Context: an optimization exercise on an open-source flow, tuned for a short achievable clock period and few clock cycles. The choices shown serve that exercise and are no tape-out recipe.
Function was checked by simulation only, so behaviour that the tests miss may differ from the original.
Power and IR drop assume default switching activity.

==> flow/design.v (excerpt) <==
module processor (
    input  logic         clock,
    input  logic         reset,
    output logic [31:0]  address_imem,
    input  logic [31:0]  q_imem,
    output logic [64:0]  dmem_req,
    input  logic [31:0]  q_dmem,
    output logic [4:0]   read_reg_a,
    output logic [4:0]   read_reg_b,
    input  logic [31:0]  data_read_a,
    input  logic [31:0]  data_read_b,
    output logic [37:0]  reg_write
);
Size in the first run: roughly 5300 cells after synthesis, ~0.056 mm^2 of cells after synthesis.
==> flow/config.mk <==
export PLATFORM = sky130hd
export DESIGN_NAME = processor
export DESIGN_NICKNAME = processor
export VERILOG_FILES = /design/flow/design.v
export SDC_FILE = /design/flow/constraint.sdc
export NUM_CORES = 4
export LEC_CHECK = 0
export ABC_CLOCK_PERIOD_IN_PS = 2500
export CAP_MARGIN = 20
export CORE_MARGIN = 2
export CORE_UTILIZATION = 55
export SETUP_SLACK_MARGIN = 5
export SLEW_MARGIN = 20
==> flow/constraint.sdc <==
create_clock -name core_clock -period 8.5 [get_ports {clock}]
set_input_delay 1.7000 -clock core_clock [delete_from_list [all_inputs] [get_ports {clock}]]
set_output_delay 1.7000 -clock core_clock [all_outputs]
set_load 0.01 [all_outputs]
standard.sh (not shown) runs the stock make flow with config.mk's settings and CLKGATE_MAP_FILE= SYNTH_SCRIPT=/design/flow/synth_recipe.tcl, a recipe that flattens the netlist after the stock synthesis.
==> flow/flow/run.sh <==
#!/bin/bash
# Layout flow: the standard ORFS flow (standard.sh: its synthesis
# script, floorplan, power grid, placement, CTS and routing) with these
# changes to how the layout is optimised:
#  - cell sizing may swap cells of a different footprint, so repair can
#    replace slow port buffers and resize freely (MATCH_CELL_FOOTPRINT=0)
#  - ports are buffered with buf_4 instead of the default delay buffer
#  - some slow wide OR / AND-OR cells are added to the don't-use list, so
#    mapping builds carry chains from faster NAND/NOR/AOI gates
#  - setup repair aims for extra slack, to push the achieved period down
# The SDC, clock period, I/O delays, floorplan rules, power grid and tap
# cells are the standard ones. Each step's full output goes to a log here.
set -euo pipefail
EXTRA_DONT_USE="$(tr '\n' ' ' < flow/dont_use_extra.txt)"
make -s -C "$FLOW_HOME" DESIGN_CONFIG="$PWD/config.mk" WORK_HOME="$PWD/orfs" \
    print-DONT_USE_CELLS > dont_use_base.log 2>&1
BASE_DONT_USE="$(sed -n 's/^DONT_USE_CELLS: //p' dont_use_base.log)"
if [[ -z "$BASE_DONT_USE" ]]; then
    echo "could not read the platform's DONT_USE_CELLS" >&2
    exit 1
fi
bash standard.sh \
    MATCH_CELL_FOOTPRINT=0 \
    "BUFFER_PORTS_ARGS=-buffer_cell sky130_fd_sc_hd__buf_4" \
    "DONT_USE_CELLS=$BASE_DONT_USE $EXTRA_DONT_USE" \
    SETUP_SLACK_MARGIN=5.6 \
    finish > standard_flow.log 2>&1
Other scripts of this flow, unchanged in this note and not shown: flow/flow/dont_use_extra.txt
The baseline produced a clean layout.
Testbench counts at the start, summed over its fixed seeds: cycles 181,048.
Then changed:
Settings changed: CORE_UTILIZATION 55 to 40.
The changed run went through all stages and came out clean.
Area after synthesis stays the same.
Design area stays flat.
Via count shrinks by about 2.3%.
Sequential power is about the same.
Cell count grows by 6.2%.

* * *

Another version of the RTL of processor (not shown whole).
Size in the first run: about 5,700 cells after synthesis, about 1,200 flip-flops, about 280 I/O pins.
==> flow/config.mk <==
export PLATFORM = sky130hd
export DESIGN_NAME = processor
export DESIGN_NICKNAME = processor
export VERILOG_FILES = /design/flow/design.v
export SDC_FILE = /design/flow/constraint.sdc
export NUM_CORES = 4
export LEC_CHECK = 0
export ABC_CLOCK_PERIOD_IN_PS = 2500
export CAP_MARGIN = 20
export CORE_MARGIN = 2
export CORE_UTILIZATION = 55
export SETUP_SLACK_MARGIN = 5
export SLEW_MARGIN = 20
==> flow/constraint.sdc <==
create_clock -name core_clock -period 8.5 [get_ports {clock}]
set_input_delay 1.7000 -clock core_clock [delete_from_list [all_inputs] [get_ports {clock}]]
set_output_delay 1.7000 -clock core_clock [all_outputs]
set_load 0.01 [all_outputs]
==> flow/flow/dont_use_extra.txt <==
sky130_fd_sc_hd__or4_1
sky130_fd_sc_hd__or4_2
sky130_fd_sc_hd__or4_4
sky130_fd_sc_hd__or4b_1
sky130_fd_sc_hd__or4b_2
sky130_fd_sc_hd__or4b_4
sky130_fd_sc_hd__or4bb_1
sky130_fd_sc_hd__or4bb_2
sky130_fd_sc_hd__or4bb_4
sky130_fd_sc_hd__or3_1
sky130_fd_sc_hd__or3_2
sky130_fd_sc_hd__or3_4
sky130_fd_sc_hd__or3b_1
sky130_fd_sc_hd__or3b_2
sky130_fd_sc_hd__or3b_4
sky130_fd_sc_hd__a2111o_1
sky130_fd_sc_hd__a2111o_2
sky130_fd_sc_hd__a2111o_4
sky130_fd_sc_hd__o2111a_1
sky130_fd_sc_hd__o2111a_2
sky130_fd_sc_hd__o2111a_4
sky130_fd_sc_hd__a311o_1
sky130_fd_sc_hd__a311o_2
sky130_fd_sc_hd__a311o_4
sky130_fd_sc_hd__o311a_1
sky130_fd_sc_hd__o311a_2
sky130_fd_sc_hd__o311a_4
sky130_fd_sc_hd__o41a_1
sky130_fd_sc_hd__o41a_2
sky130_fd_sc_hd__o41a_4
sky130_fd_sc_hd__a41o_1
sky130_fd_sc_hd__a41o_2
sky130_fd_sc_hd__a41o_4
sky130_fd_sc_hd__fa_1
sky130_fd_sc_hd__fa_2
sky130_fd_sc_hd__fa_4
sky130_fd_sc_hd__ha_1
sky130_fd_sc_hd__ha_2
sky130_fd_sc_hd__ha_4
sky130_fd_sc_hd__a2111oi_0
sky130_fd_sc_hd__a2111oi_1
sky130_fd_sc_hd__a2111oi_2
sky130_fd_sc_hd__a2111oi_4
sky130_fd_sc_hd__o2111ai_1
sky130_fd_sc_hd__o2111ai_2
sky130_fd_sc_hd__o2111ai_4
sky130_fd_sc_hd__a221o_1
sky130_fd_sc_hd__a221o_2
sky130_fd_sc_hd__a221o_4
sky130_fd_sc_hd__a211o_1
sky130_fd_sc_hd__a211o_2
sky130_fd_sc_hd__a211o_4
sky130_fd_sc_hd__o221a_1
sky130_fd_sc_hd__o221a_2
sky130_fd_sc_hd__o221a_4
sky130_fd_sc_hd__o211a_1
sky130_fd_sc_hd__o211a_2
sky130_fd_sc_hd__o211a_4
sky130_fd_sc_hd__a31o_1
sky130_fd_sc_hd__a31o_2
sky130_fd_sc_hd__a31o_4
sky130_fd_sc_hd__o31a_1
sky130_fd_sc_hd__o31a_2
sky130_fd_sc_hd__o31a_4
sky130_fd_sc_hd__a32o_1
sky130_fd_sc_hd__a32o_2
sky130_fd_sc_hd__a32o_4
sky130_fd_sc_hd__o32a_1
sky130_fd_sc_hd__o32a_2
sky130_fd_sc_hd__o32a_4
sky130_fd_sc_hd__a2bb2o_1
sky130_fd_sc_hd__a2bb2o_2
sky130_fd_sc_hd__a2bb2o_4
sky130_fd_sc_hd__o2bb2a_1
sky130_fd_sc_hd__o2bb2a_2
sky130_fd_sc_hd__o2bb2a_4
sky130_fd_sc_hd__o41ai_1
sky130_fd_sc_hd__o41ai_2
sky130_fd_sc_hd__o41ai_4
sky130_fd_sc_hd__a41oi_1
sky130_fd_sc_hd__a41oi_2
sky130_fd_sc_hd__a41oi_4
sky130_fd_sc_hd__nor4_1
sky130_fd_sc_hd__nor4_2
sky130_fd_sc_hd__nor4_4
sky130_fd_sc_hd__maj3_1
sky130_fd_sc_hd__maj3_2
sky130_fd_sc_hd__maj3_4
sky130_fd_sc_hd__xor3_1
sky130_fd_sc_hd__xor3_2
sky130_fd_sc_hd__xor3_4
sky130_fd_sc_hd__xnor3_1
sky130_fd_sc_hd__xnor3_2
sky130_fd_sc_hd__xnor3_4
Scripts as last shown in full above: flow/flow/run.sh
The baseline passed the timing, DRC and antenna checks.
Testbench counts at the start, summed over its fixed seeds: cycles 181,048.
Rerun with:
CORE_UTILIZATION = 40   (was 55)
What happened:
- The changed run went through all stages and came out clean
- synthesized area is unchanged
- power goes up by a few percent
- combinational power climbs slightly
- sequential share of layout area decreases by 0.70 points
- via count is about the same

re-timing with driven ports:
No port has a modelled driver above. Below, the same layouts with a new extraction and two added sets of constraints.
Step 1: set_driving_cell puts a clkbuf_16 on clock and a buf_2 on each other input, an assumption about the parent block.
Step 2 also shifts input and output timing later by t, the mid clock arrival at the registers, as if the neighbouring blocks saw the same clock.
Three values: ideal, step 1, step 2; two values: the first two.
| run | t, ns | setup slack, ns | latest minus earliest clock arrival (ns) | worst data-port slew with drivers (ns) | pins driven straight from the clock port |
|---|---|---|---|---|---|
| the first run of note 1 | 0.799 | 5.107 / 5.107 / 4.423 | 0.068 / 0.068 | 0.07 | 1 |
| the second run of note 1 | 0.836 | 5.170 / 5.170 / 4.388 | 0.095 / 0.095 | 0.11 | 1 |
| the first run of note 2 | 0.816 | 5.016 / 5.016 / 4.429 | 0.060 / 0.059 | 0.13 | 1 |
| the second run of note 2 | 0.836 | 4.936 / 4.936 / 4.391 | 0.066 / 0.066 | 0.20 | 1 |
After both steps every run listed still meets setup and hold. The setup slack of the second run of note 1, which loses most, moves by 0.000 ns with the drivers and by -0.782 ns with both steps.
